Source: an optimization exercise on an open RTL-to-GDS flow (aim: small area and a short achievable clock period). Production flows keep margins and buffers that such runs may drop.
In this exercise RTL edits were held to simulation tests only and were not proved equivalent to the original.
Power is estimated from default activity; no workload was simulated.

## flow/run.sh

```bash
#!/bin/bash
# synth_recipe.tcl (not shown) runs the flow's synth.tcl, then flattens the netlist and writes it again
# the make line also repeats each setting of config.mk as NAME=value (left out here)
make -C /OpenROAD-flow-scripts/flow DESIGN_CONFIG=/design/flow/config.mk WORK_HOME=/design/flow/orfs CLKGATE_MAP_FILE= SYNTH_SCRIPT=/design/flow/synth_recipe.tcl finish
```

## flow/config.mk

```make
export PLATFORM = sky130hd
export DESIGN_NAME = approx_err_monitor
export DESIGN_NICKNAME = approx_err_monitor
export VERILOG_FILES = /design/flow/design.v
export SDC_FILE = /design/flow/constraint.sdc
export NUM_CORES = 4
export LEC_CHECK = 0
export CAP_MARGIN = 20
export CORE_MARGIN = 2
export CORE_UTILIZATION = 40
export SLEW_MARGIN = 20
```

## flow/constraint.sdc

```tcl
create_clock -name core_clock -period 7.2 [get_ports {clk}]
set_input_delay 1.4400 -clock core_clock [delete_from_list [all_inputs] [get_ports {clk}]]
set_output_delay 1.4400 -clock core_clock [all_outputs]
set_load 0.01 [all_outputs]
```

## flow/design.v

```verilog
package approx_mon_pkg;
  localparam int W     = 16;
  localparam int CNT_W = 32;
  localparam int ACC_W = 64;
  typedef enum logic [1:0] {
    IDLE  = 2'd0,
    RUN   = 2'd1,
    DRAIN = 2'd2,
    DONE  = 2'd3
  } mon_state_t;
endpackage
module approx_err_calc #(
  parameter int W = approx_mon_pkg::W
) (
  input  logic                  clk,
  input  logic                  rst,
  input  logic                  smp_valid,
  input  logic [W-1:0]          a,
  input  logic [W-1:0]          b,
  input  logic [2*W-1:0]        prod,
  output logic                  res_valid,
  output logic [W-1:0]          res_a,
  output logic [W-1:0]          res_b,
  output logic signed [2*W:0]   diff,
  output logic [2*W-1:0]        ed,
  output logic                  ne
);
  logic                s1_valid;
  logic [W-1:0]        s1_a;
  logic [W-1:0]        s1_b;
  logic [2*W-1:0]      s1_prod;
  logic [2*W-1:0]      exact;
  logic signed [2*W:0] diff_c;
  assign exact  = (2*W)'(s1_a) * (2*W)'(s1_b);
  assign diff_c = $signed({1'b0, s1_prod}) - $signed({1'b0, exact});
  always_ff @(posedge clk) begin
    if (rst) begin
      s1_valid  <= 1'b0;
      s1_a      <= '0;
      s1_b      <= '0;
      s1_prod   <= '0;
      res_valid <= 1'b0;
      res_a     <= '0;
      res_b     <= '0;
      diff      <= '0;
      ed        <= '0;
      ne        <= 1'b0;
    end else begin
      s1_valid  <= smp_valid;
      s1_a      <= a;
      s1_b      <= b;
      s1_prod   <= prod;
      res_valid <= s1_valid;
      res_a     <= s1_a;
      res_b     <= s1_b;
      diff      <= diff_c;
      ed        <= diff_c[2*W] ? (2*W)'(-diff_c) : diff_c[2*W-1:0];
      ne        <= (diff_c != '0);
    end
  end
endmodule
module approx_err_monitor #(
  parameter int W     = approx_mon_pkg::W,
  parameter int CNT_W = approx_mon_pkg::CNT_W,
  parameter int ACC_W = approx_mon_pkg::ACC_W
) (
  input  logic                 clk,
  input  logic                 rst,
  input  logic                 in_valid,
  output logic                 in_ready,
  input  logic [W-1:0]         a,
  input  logic [W-1:0]         b,
  input  logic [2*W-1:0]       prod,
  input  logic                 start,
  input  logic [CNT_W-1:0]     win_len,
  output logic                 busy,
  output logic                 done,
  output logic [CNT_W-1:0]     smp_cnt,
  output logic [CNT_W-1:0]     err_cnt,
  output logic [ACC_W-1:0]     sum_ed,
  output logic [ACC_W-1:0]     sum_bias,
  output logic [2*W-1:0]       max_ed,
  output logic [W-1:0]         max_a,
  output logic [W-1:0]         max_b
);
  approx_mon_pkg::mon_state_t state, state_nxt;
  logic [CNT_W-1:0]    win_q;
  logic [CNT_W-1:0]    issued;
  logic                ready_c, accept, clr, done_nxt;
  logic                res_valid, res_ne;
  logic [W-1:0]        res_a, res_b;
  logic signed [2*W:0] res_diff;
  logic [2*W-1:0]      res_ed;
  approx_err_calc #(.W(W)) u_calc (
    .clk       (clk),
    .rst       (rst),
    .smp_valid (accept),
    .a         (a),
    .b         (b),
    .prod      (prod),
    .res_valid (res_valid),
    .res_a     (res_a),
    .res_b     (res_b),
    .diff      (res_diff),
    .ed        (res_ed),
    .ne        (res_ne)
  );
  assign in_ready = ready_c;
  assign accept       = in_valid && ready_c;
  assign busy         = (state == approx_mon_pkg::RUN) || (state == approx_mon_pkg::DRAIN);
  always_comb begin
    state_nxt = state;
    ready_c   = 1'b0;
    clr       = 1'b0;
    done_nxt  = 1'b0;
    case (state)
      approx_mon_pkg::IDLE, approx_mon_pkg::DONE: begin
        if (start && !done) begin
          clr = 1'b1;
          if (win_len == '0) begin
            state_nxt = approx_mon_pkg::DONE;
            done_nxt  = 1'b1;
          end else begin
            state_nxt = approx_mon_pkg::RUN;
          end
        end
      end
      approx_mon_pkg::RUN: begin
        ready_c = (issued < win_q);
        if (in_valid && ready_c && (issued + CNT_W'(1) == win_q)) state_nxt = approx_mon_pkg::DRAIN;
      end
      approx_mon_pkg::DRAIN: begin
        if (res_valid && (smp_cnt + CNT_W'(1) == win_q)) begin
          state_nxt = approx_mon_pkg::DONE;
          done_nxt  = 1'b1;
        end
      end
      default: state_nxt = approx_mon_pkg::IDLE;
    endcase
  end
  always_ff @(posedge clk) begin
    if (rst) begin
      state    <= approx_mon_pkg::IDLE;
      done     <= 1'b0;
      win_q    <= '0;
      issued   <= '0;
      smp_cnt  <= '0;
      err_cnt  <= '0;
      sum_ed   <= '0;
      sum_bias <= '0;
      max_ed   <= '0;
      max_a    <= '0;
      max_b    <= '0;
    end else begin
      state <= state_nxt;
      done  <= done_nxt;
      if (clr) begin
        win_q    <= win_len;
        issued   <= '0;
        smp_cnt  <= '0;
        err_cnt  <= '0;
        sum_ed   <= '0;
        sum_bias <= '0;
        max_ed   <= '0;
        max_a    <= '0;
        max_b    <= '0;
      end else begin
        if (accept) issued <= issued + CNT_W'(1);
        if (res_valid) begin
          smp_cnt  <= smp_cnt + CNT_W'(1);
          err_cnt  <= err_cnt + CNT_W'(res_ne);
          sum_ed   <= sum_ed + ACC_W'(res_ed);
          sum_bias <= sum_bias + ACC_W'(res_diff);
          if (res_ed > max_ed) begin
            max_ed <= res_ed;
            max_a  <= res_a;
            max_b  <= res_b;
          end
        end
      end
    end
  end
endmodule
```

==> run notes <==
==> per-stage QoR <==
stage | cells | setup TNS (ns) | instance area (sq um)
2_1_floorplan | 4279 | 0 | 36000
3_3_place_gp | 5726 | 0 | 41100
3_5_place_dp | 5726 | -0.00622 | 41100
4_1_cts | 5834 | 0 | 43200
5_1_grt | 5838 | -0.0332 | 43300
6_report | 5838 | 0 | 43300
==> synth_stat cells, types with 15 or more instances <==
cell        n  area share [%]
a211oi_1   25            0.52
a21o_1     89             1.9
a21oi_1   242             3.4
a31oi_1    30            0.52
and2_1    147             2.6
and3_1     47            0.82
buf_2      16            0.22
clkbuf_1  161             1.7
dfxtp_1   486              27
fa_1      230              13
ha_1      272             9.5
inv_1     424             4.4
mux2i_1   128             3.6
nand2_1   432             4.5
nand2b_1   24            0.42
nand3_1   102             1.4
nand4_1    63             1.1
nor2_1    402             4.2
nor2b_1   130             2.3
nor3_1     52            0.72
nor4_1     33            0.57
o211ai_1   15            0.31
o21a_1     17            0.35
o21ai_0   151             2.1
o21bai_1   17            0.35
o31ai_1    26            0.54
or3_1      34            0.59
xnor2_1   165             4.0
xor2_1    139             3.4
==> sequential cells by signal, summed over array words and instances (netlist names), 32 cells and up <==
| register | flops |
|---|---|
| max_ed | 32 |
| sum_bias | 64 |
| u_calc.ed | 32 |
| err_cnt | 32 |
| u_calc.s1_prod | 32 |
| smp_cnt | 32 |
| win_q | 32 |
| sum_ed | 64 |
| issued | 32 |
| u_calc.diff | 32 |
==> report_power, final <==
part | total [mW] | internal [mW] | switching [mW]
Clock | 3.15 | 1.88 | 1.26
Sequential | 3.27 | 2.96 | 0.306
Combinational | 6.95 | 2.87 | 4.09
Total | 13.4 | 7.71 | 5.66
==> worst max path at each step <==
stage | depth (start not counted) | slack [ns] | endpoint
finish | 21 | 0.26 | u_calc.ed[31]
global route | 26 | -0.03 | u_calc.ed[31]
CTS | 23 | 0.02 | u_calc.ed[31]
detailed placement | 23 | -0.006 | u_calc.ed[31]
global placement | 23 | 0.11 | u_calc.ed[31]
floorplan | 23 | 0.17 | u_calc.ed[31]
==> what timing repair did <==
item / CTS / global route
buffers inserted: 0 / 3
hold buffers: 0 / 0
endpoints found under the setup margin: 1 / 32
pin swaps: 0 / 9
resized for setup: 2 / 47
==> layout make-up <==
class / instances / area, sq um / share of cell area (%)
clock buffers: 76 / 1620 / 3.74
repair buffers: 464 / 4420 / 10.2
diodes: 1 / 2.50 / 0.00577
multi-input cells: 3179 / 24000 / 55.4
inverters: 424 / 1590 / 3.67
clock inverters: 32 / 443 / 1.02
flip-flops and latches: 486 / 9770 / 22.5
well taps: 1176 / 1470 / 3.39
==> worst max-delay path: cells and delay by family (launching register included) <==
family                   cells  cell delay, ns
AO/OA/AOI/OAI                2            0.68
XOR/XNOR                     2            0.28
adder cells (fa/ha/maj)      7            3.46
buffers and inverters        3            0.26
flip-flops                   1            0.56
AND/OR/NAND/NOR              7            1.55
==> cells by family after synthesis <==
logic type	after synthesis	share of synthesized area [%]
simple gates	1527	20.6
compound gates	714	12.5
buf+inv	614	6.51
fa+ha+maj	502	22.2
flops	486	27.0
xor+xnor	307	7.53
mux	129	3.59
==> metal layers <==
layer	routed length [microns]	vias to the layer above	part of all wire (%)	global-route usage (%)
met5	0	-	0	0
met4	3450	0	3.3	7.53
met3	4920	172	4.6	2.88
met2	50300	750	47	37.8
met1	47200	14500	45	29.5
li1	-	15000	-	-
==> cells in the final DEF (no fill, tap or decap), types with 147 or more instances in the layout <==
master / n
a21oi_1: 240
and2_1: 147
clkdlybuf4s50_1: 357
dfxtp_1: 463
fa_1: 229
ha_1: 272
inv_1: 423
nand2_1: 431
nor2_1: 400
o21ai_0: 147
xnor2_1: 163
==> impl_metrics.xml <==
<?xml version="1.0" encoding="UTF-8"?>
<metrics>
  <group name="power_and_ir_drop">
    <metric name="max-vdd-ir-drop" unit="mV">0.352</metric>
    <metric name="power-per-cell-area" unit="mW/mm^2">308</metric>
    <metric name="pleak" unit="nW">18.3</metric>
    <metric name="p_total" unit="mW">13.4</metric>
  </group>
  <group name="synth">
    <metric name="number_of_flops_mapped_to_enable_cells_by_yosys" unit="">0</metric>
    <metric name="synth.avg_cell_area" unit="sq um">8.41</metric>
    <metric name="asyncSetResetFlopFracSynth" unit="%">0</metric>
    <metric name="ys_ff_latch" unit="">486</metric>
    <metric name="ys.flop_type" unit="">dfxtp_1</metric>
    <metric name="number_of_instances_in_the_synthesized_netlist" unit="">4279</metric>
    <metric name="synth.cell_area" unit="sq mm">0.0360</metric>
    <metric name="postSynthNetCount" unit="">4881</metric>
    <metric name="ys_types" unit="">86</metric>
    <metric name="synth_sequential_area_ratio" unit="%">27.0</metric>
    <metric name="synth_warn" unit="">2</metric>
  </group>
  <group name="cells_and_area">
    <metric name="nets" unit="">5215</metric>
    <metric name="layout.filler_cells" unit="">8747</metric>
    <metric name="final_util" unit="%">48.4</metric>
    <metric name="syn_to_final_growth" unit="%">20.4</metric>
    <metric name="layout-drive-gt1-share" unit="%">6.09</metric>
  </group>
  <group name="clocking">
    <metric name="cts_inserted_buffers" unit="">58</metric>
    <metric name="clk_transition_reported_paths" unit="ns">0.06</metric>
    <metric name="cts.sink_count" unit="">486</metric>
    <metric name="htree_levels" unit="">2</metric>
    <metric name="clock_tree_from_tritoncts" unit="">built</metric>
    <metric name="cts.path.max_buffers" unit="">3</metric>
    <metric name="cts_root_buf" unit="">clkbuf_16</metric>
    <metric name="clock_insertion_delay_worst_skew" unit="ns">0.65</metric>
  </group>
  <group name="critical_path">
    <metric name="worst_setup_path_end_kind" unit="">flop</metric>
    <metric name="critical_path_class" unit="">reg -&gt; reg</metric>
    <metric name="crit_start" unit="">u_calc.s1_a[15]</metric>
    <metric name="critical_path.max_stage_delay" unit="ns">0.58</metric>
    <metric name="timing.rr.end" unit="">u_calc.ed[31]</metric>
    <metric name="worstRegToRegCells" unit="">21</metric>
    <metric name="worst_r2r_startpoint" unit="">u_calc.s1_a[15]</metric>
    <metric name="critPathMostFrequentCell" unit="">fa_1</metric>
    <metric name="largest_fanout_on_the_critical_path" unit="">6</metric>
    <metric name="kind_of_start_point_of_the_critical_path" unit="">flop</metric>
    <metric name="cp_slowest_cell" unit="">or4_4</metric>
    <metric name="data_arrival_at_the_endpoint_of_the_critical_path" unit="ns">7.42</metric>
    <metric name="cp_cell_sequence" unit="">nand2_1, fa_1, fa_1, fa_1, fa_1, fa_1, inv_1, fa_1, inv_1, ha_1, and2_1, a221o_1, or4_4, nand3_1, xnor2_1, nor4b_2, buf_4, nand4_1, o31ai_2, xor2_1, nor2_1</metric>
    <metric name="reg2reg_setup_slack" unit="ns">0.26</metric>
    <metric name="worst_ep_required_time" unit="ns">7.68</metric>
  </group>
  <group name="detailed_routing">
    <metric name="number_of_vias_per_cell" unit="">5.21</metric>
    <metric name="drt_iter0_drc" unit="">1782</metric>
    <metric name="detail_route.drc_violations" unit="">0</metric>
    <metric name="drt_wl_total" unit="microns">106000</metric>
    <metric name="ant_nets" unit="">0</metric>
    <metric name="detailroute.via_count" unit="">30400</metric>
    <metric name="drtPass1Iterations" unit="">8</metric>
    <metric name="wire_per_inst" unit="microns">18.1</metric>
  </group>
  <group name="run">
    <metric name="drv.max_cap_violation_count" unit="">0</metric>
  </group>
  <group name="floorplanning">
    <metric name="ios" unit="">359</metric>
    <metric name="die_width" unit="microns">304</metric>
    <metric name="design.core.area" unit="sq mm">0.0896</metric>
    <metric name="floorplan.initialDensity" unit="%">40.2</metric>
    <metric name="num_rows" unit="">110</metric>
    <metric name="die_y" unit="microns">304</metric>
    <metric name="floorplan.die_area" unit="sq mm">0.0924</metric>
  </group>
  <group name="global_route">
    <metric name="grt_first_pass_wirelength" unit="microns">166000</metric>
    <metric name="first_global_vias" unit="">29700</metric>
    <metric name="grt_max_degree" unit="">95</metric>
    <metric name="initial_antenna_violation_count" unit="">1</metric>
    <metric name="globalRouteTotalUtil" unit="%">22.4</metric>
    <metric name="grt-ovfl-total" unit="">0</metric>
  </group>
  <group name="placement">
    <metric name="hpwl" unit="microns">83500</metric>
    <metric name="port_buffers" unit="">358</metric>
    <metric name="place_ws" unit="ns">-0.00622</metric>
    <metric name="placer_congestion" unit="">0.907</metric>
  </group>
  <group name="worst_hold_path">
    <metric name="hold_path.class" unit="">reg -&gt; reg</metric>
    <metric name="hold_path_end" unit="">u_calc.res_valid</metric>
    <metric name="hold-path-cell-count" unit="">1</metric>
    <metric name="worstHoldStart" unit="">u_calc.s1_valid</metric>
  </group>
  <group name="sta">
    <metric name="post-route-min-period" unit="ns">6.94</metric>
    <metric name="portion_of_the_clock_cycle_consumed_by_the_worst_path_in_the_final_layout" unit="%">96.4</metric>
    <metric name="worst_relative_slew_slack" unit="%">32.1</metric>
    <metric name="final.hold.worst_slack" unit="ns">0.438</metric>
    <metric name="finalWorstSetupSlack" unit="ns">0.260</metric>
    <metric name="timing.final.setup_violations" unit="">0</metric>
    <metric name="hold_viol_final" unit="">0</metric>
    <metric name="drv_slew" unit="">0</metric>
    <metric name="clock-skew-final" unit="ns">0.0361</metric>
    <metric name="max_freq" unit="GHz">0.144</metric>
    <metric name="timing_worst_slew_pin_value" unit="ns">1.01</metric>
  </group>
  <group name="status">
    <metric name="outcome" unit="">complete, no violations</metric>
  </group>
</metrics>

-- port drivers added, routing unchanged --
The results above use ideal ports. As a check the final layout listed here was re-extracted and re-timed, cells and wires unchanged. Step 1 assumes that a clkbuf_16 drives the clock port and a buf_2 every other input. Step 2 times the ports against the registers' clock, not the clock port: input delays grow and output delays shrink by t, the midpoint of the rising clock arrivals with the driver on. Slacks: ideal ports / drivers / drivers and shift; pairs: ideal ports / drivers.
t (ns): 0.702
slack for setup (ns): 0.260 / 0.260 / 0.260
worst slew at a driven data input, ns: 0.08
cell pins on the clock port's net: 1
After both steps setup and hold are still met in this run. The setup slack of this run moves by 0.000 ns with the drivers and by 0.000 ns with both steps.
